This design comes from an exercise in tuning for small area, a short achievable clock period and few clock cycles per item on the open sky130 flow, not from production work. RTL that was checked went through simulation tests only; none was proved equivalent to the original. Power figures rest on the tool's default switching activity, not on a simulated workload.

==> flow/design.v <==
package boreal_ledger_pkg;
  localparam logic [31:0] LEDGER_CHAIN_SEED = 32'hB0EA_1000;
  typedef logic [0:0] rd_state_t;
  localparam rd_state_t R_IDLE    = 1'b0;
  localparam rd_state_t R_PRESENT = 1'b1;
  localparam int CHAIN_LSB     = 0;
  localparam int COMMITTED_BIT = 32;
  localparam int POLICY_LSB    = 33;
  localparam int NONCE_LSB     = 65;
  localparam int OPCODE_LSB    = 97;
  localparam int SEQ_LSB       = 129;
  localparam int ENTRY_W       = 161;
  function automatic logic [31:0] ledger_chain_mix(
    input logic [31:0] chain,
    input logic [31:0] seq,
    input logic [31:0] opcode,
    input logic [31:0] nonce,
    input logic [31:0] policy_hash,
    input logic        committed
  );
    ledger_chain_mix = {chain[26:0], chain[31:27]} ^ seq ^ opcode ^ nonce ^ policy_hash
           ^ {31'b0, committed};
  endfunction
endpackage
import boreal_ledger_pkg::*;
module boreal_ledger_mem
#(
  parameter int NS = 15,
  parameter int FW = 97,
  parameter int LW = 49
) (
  input  logic          clk,
  input  logic [NS-1:0] we,
  input  logic [FW-1:0] wr_data,
  input  logic [NS-1:0] rd_sel,
  input  logic [NS-1:0] rd_seln,
  output logic [FW-1:0] rd_data
);
  logic [FW-1:0] mem [NS];
  always_ff @(posedge clk) begin
    for (int i = 0; i < NS; i++) begin
      if (we[i]) begin
        mem[i] <= wr_data;
      end
    end
  end
  always_comb begin
    rd_data = '0;
    for (int i = 0; i < NS; i++) begin
      rd_data = rd_data | (mem[i] & {{(FW-LW){!rd_seln[i]}}, {LW{rd_sel[i]}}});
    end
  end
endmodule
import boreal_ledger_pkg::*;
module boreal_ledger
#(
  parameter int DEPTH = 16,
  parameter int AW    = $clog2(DEPTH)
) (
  input  logic          clk,
  input  logic          rst,
  input  logic          ledger_wr_en,
  input  logic [31:0]   wr_opcode,
  input  logic [31:0]   wr_nonce,
  input  logic          wr_committed,
  input  logic [31:0]   wr_policy_hash,
  input  logic          rd_ready,
  output logic          rd_valid,
  output logic [31:0]   rd_seq,
  output logic [31:0]   rd_opcode,
  output logic [31:0]   rd_nonce,
  output logic [31:0]   rd_policy_hash,
  output logic          rd_committed,
  output logic [31:0]   rd_chain,
  output logic [AW:0]   ledger_count,
  output logic          ledger_full,
  output logic          overflow,
  output logic [15:0]   drop_count,
  output logic [31:0]   chain_head
);
  localparam int NS = DEPTH - 2;    
  localparam int FW = 97;           
  logic [31:0]   seq_ctr;
  logic [NS-1:0] wr_oh;             
  logic [NS-1:0] rd_oh;             
  logic [NS-1:0] rd_ohn;            
  logic [NS-1:0] wr_free;           
  logic [NS-1:0] wr_oh_next;
  logic [AW-1:0] ring_cnt;          
  logic          ring_any;          
  logic          nx_valid;          
  logic [FW-1:0] nx_fields;
  logic          pop;
  logic          wr_accept;
  logic          head_load;
  logic          nx_load;
  logic [31:0]   chain_next;
  logic [31:0]   seq_inc;
  logic [31:0]   head_chain;
  logic [AW:0]   count_next;
  logic [AW:0]   count_inc;
  logic [AW:0]   count_dec;
  logic [AW-1:0] ring_inc;
  logic [AW-1:0] ring_dec;
  logic          c_all1, c_all0, r_all1, r_all0;
  logic          full_next;
  logic          cnt_up;
  logic          cnt_dn;
  logic          ring_up;
  logic          ring_dn;
  logic [AW-1:0] ring_cnt_next;
  logic          ring_any_next;
  logic [NS-1:0] ring_we;
  logic [FW-1:0] wr_fields;
  logic [FW-1:0] rg_fields;
  assign pop = rd_valid && rd_ready;
  assign wr_accept = ledger_wr_en && (!ledger_full || rd_ready);
  assign head_load = nx_valid && (!rd_valid || rd_ready);
  assign nx_load   = ring_any && (!nx_valid || head_load);
  assign chain_next = boreal_ledger_pkg::ledger_chain_mix(chain_head, seq_ctr, wr_opcode,
                                       wr_nonce, wr_policy_hash,
                                       wr_committed);
  assign wr_fields = {wr_opcode, wr_nonce, wr_policy_hash, wr_committed};
  assign ring_we = wr_free | (wr_oh & {NS{rd_ready}});
  assign wr_oh_next = wr_accept ? {wr_oh[NS-2:0], wr_oh[NS-1]} : wr_oh;
  boreal_ledger_mem #(
    .NS (NS),
    .FW (FW)
  ) u_mem (
    .clk     (clk),
    .we      (ring_we),
    .wr_data (wr_fields),
    .rd_sel  (rd_oh),
    .rd_seln (rd_ohn),
    .rd_data (rg_fields)
  );
  assign seq_inc    = rd_seq + 32'd1;
  assign head_chain = boreal_ledger_pkg::ledger_chain_mix(rd_chain, seq_inc, nx_fields[96:65],
                                       nx_fields[64:33], nx_fields[32:1],
                                       nx_fields[0]);
  always_comb begin
    c_all1 = 1'b1;
    c_all0 = 1'b1;
    for (int i = 0; i <= AW; i++) begin
      count_inc[i] = ledger_count[i] ^ c_all1;
      count_dec[i] = ledger_count[i] ^ c_all0;
      c_all1 = c_all1 & ledger_count[i];
      c_all0 = c_all0 & !ledger_count[i];
    end
    r_all1 = 1'b1;
    r_all0 = 1'b1;
    for (int i = 0; i < AW; i++) begin
      ring_inc[i] = ring_cnt[i] ^ r_all1;
      ring_dec[i] = ring_cnt[i] ^ r_all0;
      r_all1 = r_all1 & ring_cnt[i];
      r_all0 = r_all0 & !ring_cnt[i];
    end
  end
  assign cnt_up  = wr_accept && !pop;
  assign cnt_dn  = pop && !wr_accept;
  assign count_next = cnt_up ? count_inc : cnt_dn ? count_dec : ledger_count;
  assign full_next  = cnt_up ? (ledger_count == 5'd15) :
                      cnt_dn ? 1'b0 : ledger_full;
  assign ring_up  = wr_accept && !nx_load;
  assign ring_dn  = nx_load && !wr_accept;
  assign ring_cnt_next = ring_up ? ring_inc : ring_dn ? ring_dec : ring_cnt;
  assign ring_any_next = wr_accept || ring_cnt[AW-1:1] != '0 || (ring_cnt[0] && !nx_load);
  always_ff @(posedge clk) begin
    if (rst) begin
      seq_ctr      <= '0;
      chain_head   <= LEDGER_CHAIN_SEED;
      ledger_count <= '0;
      ledger_full  <= 1'b0;
      rd_valid     <= 1'b0;
      nx_valid     <= 1'b0;
      ring_any     <= 1'b0;
      ring_cnt     <= '0;
      overflow     <= 1'b0;
      drop_count   <= '0;
      rd_seq       <= '1;
      rd_chain     <= LEDGER_CHAIN_SEED;
      wr_oh        <= NS'(1);
      wr_free      <= NS'(1);
      rd_oh        <= NS'(1);
      rd_ohn       <= ~NS'(1);
    end else begin
      if (wr_accept) begin
        seq_ctr    <= seq_ctr + 32'd1;
        chain_head <= chain_next;
      end else if (ledger_wr_en) begin
        overflow <= 1'b1;
        if (drop_count != 16'hFFFF) begin
          drop_count <= drop_count + 16'd1;
        end
      end
      if (nx_load) begin
        rd_oh  <= {rd_oh[NS-2:0], rd_oh[NS-1]};
        rd_ohn <= {rd_ohn[NS-2:0], rd_ohn[NS-1]};
      end
      if (head_load) begin
        rd_seq   <= seq_inc;
        rd_chain <= head_chain;
      end
      ledger_count <= count_next;
      ledger_full  <= full_next;
      wr_oh        <= wr_oh_next;
      wr_free      <= wr_oh_next & {NS{!full_next}};
      rd_valid     <= head_load || (rd_valid && !rd_ready);
      nx_valid     <= nx_load || (nx_valid && !head_load);
      ring_any     <= ring_any_next;
      ring_cnt     <= ring_cnt_next;
    end
  end
  always_ff @(posedge clk) begin
    if (nx_load) begin
      nx_fields <= rg_fields;
    end
  end
  always_ff @(posedge clk) begin
    if (rst) begin
      {rd_opcode, rd_nonce, rd_policy_hash, rd_committed} <= '0;
    end else if (head_load) begin
      {rd_opcode, rd_nonce, rd_policy_hash, rd_committed} <= nx_fields;
    end
  end
endmodule
clock: 5.0 ns
lec_check: 0
cap_margin: 20
core_margin: 2
core_utilization: 40
cts_cluster_diameter: 80
cts_cluster_size: 30
setup_slack_margin: 2.7
slew_margin: 20
standard.sh (not shown) runs the stock make flow with config.mk's settings and CLKGATE_MAP_FILE= SYNTH_SCRIPT=/design/flow/synth_recipe.tcl, a recipe that flattens the netlist after the stock synthesis.
==> flow/flow/run.sh <==
#!/bin/bash
# The standard layout, with plain buffers (buf_2) instead of the default
# delay-type cell on the ports. Full tool output goes to standard.log here and
# to the ORFS logs under orfs/logs/.
set -euo pipefail
bash standard.sh "BUFFER_PORTS_ARGS=-buffer_cell sky130_fd_sc_hd__buf_2" finish > standard.log 2>&1
Next try:
--- a/flow/design.v
+++ b/flow/design.v
@@ -24,18 +24,16 @@
 endpackage
 import boreal_ledger_pkg::*;
 module boreal_ledger_mem
 #(
   parameter int NS = 15,
-  parameter int FW = 97,
-  parameter int LW = 49
+  parameter int FW = 97
 ) (
   input  logic          clk,
   input  logic [NS-1:0] we,
   input  logic [FW-1:0] wr_data,
   input  logic [NS-1:0] rd_sel,
-  input  logic [NS-1:0] rd_seln,
   output logic [FW-1:0] rd_data
 );
   logic [FW-1:0] mem [NS];
   always_ff @(posedge clk) begin
     for (int i = 0; i < NS; i++) begin
@@ -45,11 +43,11 @@
     end
   end
   always_comb begin
     rd_data = '0;
     for (int i = 0; i < NS; i++) begin
-      rd_data = rd_data | (mem[i] & {{(FW-LW){!rd_seln[i]}}, {LW{rd_sel[i]}}});
+      rd_data = rd_data | (mem[i] & {FW{rd_sel[i]}});
     end
   end
 endmodule
 import boreal_ledger_pkg::*;
 module boreal_ledger
@@ -81,11 +79,10 @@
   localparam int NS = DEPTH - 2;    
   localparam int FW = 97;           
   logic [31:0]   seq_ctr;
   logic [NS-1:0] wr_oh;             
   logic [NS-1:0] rd_oh;             
-  logic [NS-1:0] rd_ohn;            
   logic [NS-1:0] wr_free;           
   logic [NS-1:0] wr_oh_next;
   logic [AW-1:0] ring_cnt;          
   logic          ring_any;          
   logic          nx_valid;          
@@ -129,11 +126,10 @@
   ) u_mem (
     .clk     (clk),
     .we      (ring_we),
     .wr_data (wr_fields),
     .rd_sel  (rd_oh),
-    .rd_seln (rd_ohn),
     .rd_data (rg_fields)
   );
   assign seq_inc    = rd_seq + 32'd1;
   assign head_chain = boreal_ledger_pkg::ledger_chain_mix(rd_chain, seq_inc, nx_fields[96:65],
                                        nx_fields[64:33], nx_fields[32:1],
@@ -180,11 +176,10 @@
       rd_seq       <= '1;
       rd_chain     <= LEDGER_CHAIN_SEED;
       wr_oh        <= NS'(1);
       wr_free      <= NS'(1);
       rd_oh        <= NS'(1);
-      rd_ohn       <= ~NS'(1);
     end else begin
       if (wr_accept) begin
         seq_ctr    <= seq_ctr + 32'd1;
         chain_head <= chain_next;
       end else if (ledger_wr_en) begin
@@ -192,12 +187,11 @@
         if (drop_count != 16'hFFFF) begin
           drop_count <= drop_count + 16'd1;
         end
       end
       if (nx_load) begin
-        rd_oh  <= {rd_oh[NS-2:0], rd_oh[NS-1]};
-        rd_ohn <= {rd_ohn[NS-2:0], rd_ohn[NS-1]};
+        rd_oh <= {rd_oh[NS-2:0], rd_oh[NS-1]};
       end
       if (head_load) begin
         rd_seq   <= seq_inc;
         rd_chain <= head_chain;
       end
Routed wire length climbs by about 2.5%.
Total power climbs by about 3.7%.
Non-clock buffer count climbs by 70.
Clock-buffer cell count drops by 9.
Synthesized area drops by about 0.9%.
Core utilization climbs by 0.67 points.
Final area climbs by 0.33%.
Clock power climbs by 4.5%.
Hold slack hardly moves.
Worst setup slack improved by 18 ps.
Critical path depth stays the same.
Register-to-register slack improved by 20 ps.
Die area drops by 0.90%.
Maximum frequency climbs by about 0.8%.
Testbench counts after the change, summed over its fixed seeds: cycles 13,362, items 12,000.
No functional check of the RTL was part of the first run of this note.

-- separate check: timing with driven ports --
In the flow no input, the clock included, has a driving cell. The finished layouts below were timed again as built, in two steps. Step 1 assumes that a clkbuf_16 drives the clock port and a buf_2 every other input. Step 2 times the ports against the registers' clock, not the clock port: input delays grow and output delays shrink by t, the midpoint of the rising clock arrivals with the driver on. Slacks: ideal ports / drivers / drivers and shift; pairs: ideal ports / drivers.
| run | t, ns | slack for setup (ns) | pins driven straight from the clock port |
|---|---|---|---|
| the first run | 0.789 | 2.661 / 2.616 / 2.051 | 1 |
| the second run | 0.820 | 2.680 / 2.652 / 2.035 | 1 |
After both steps setup and hold are still met in every run listed. For the second run, which loses most, drivers alone change the setup slack by -0.028 ns; drivers and shift together by -0.645 ns.
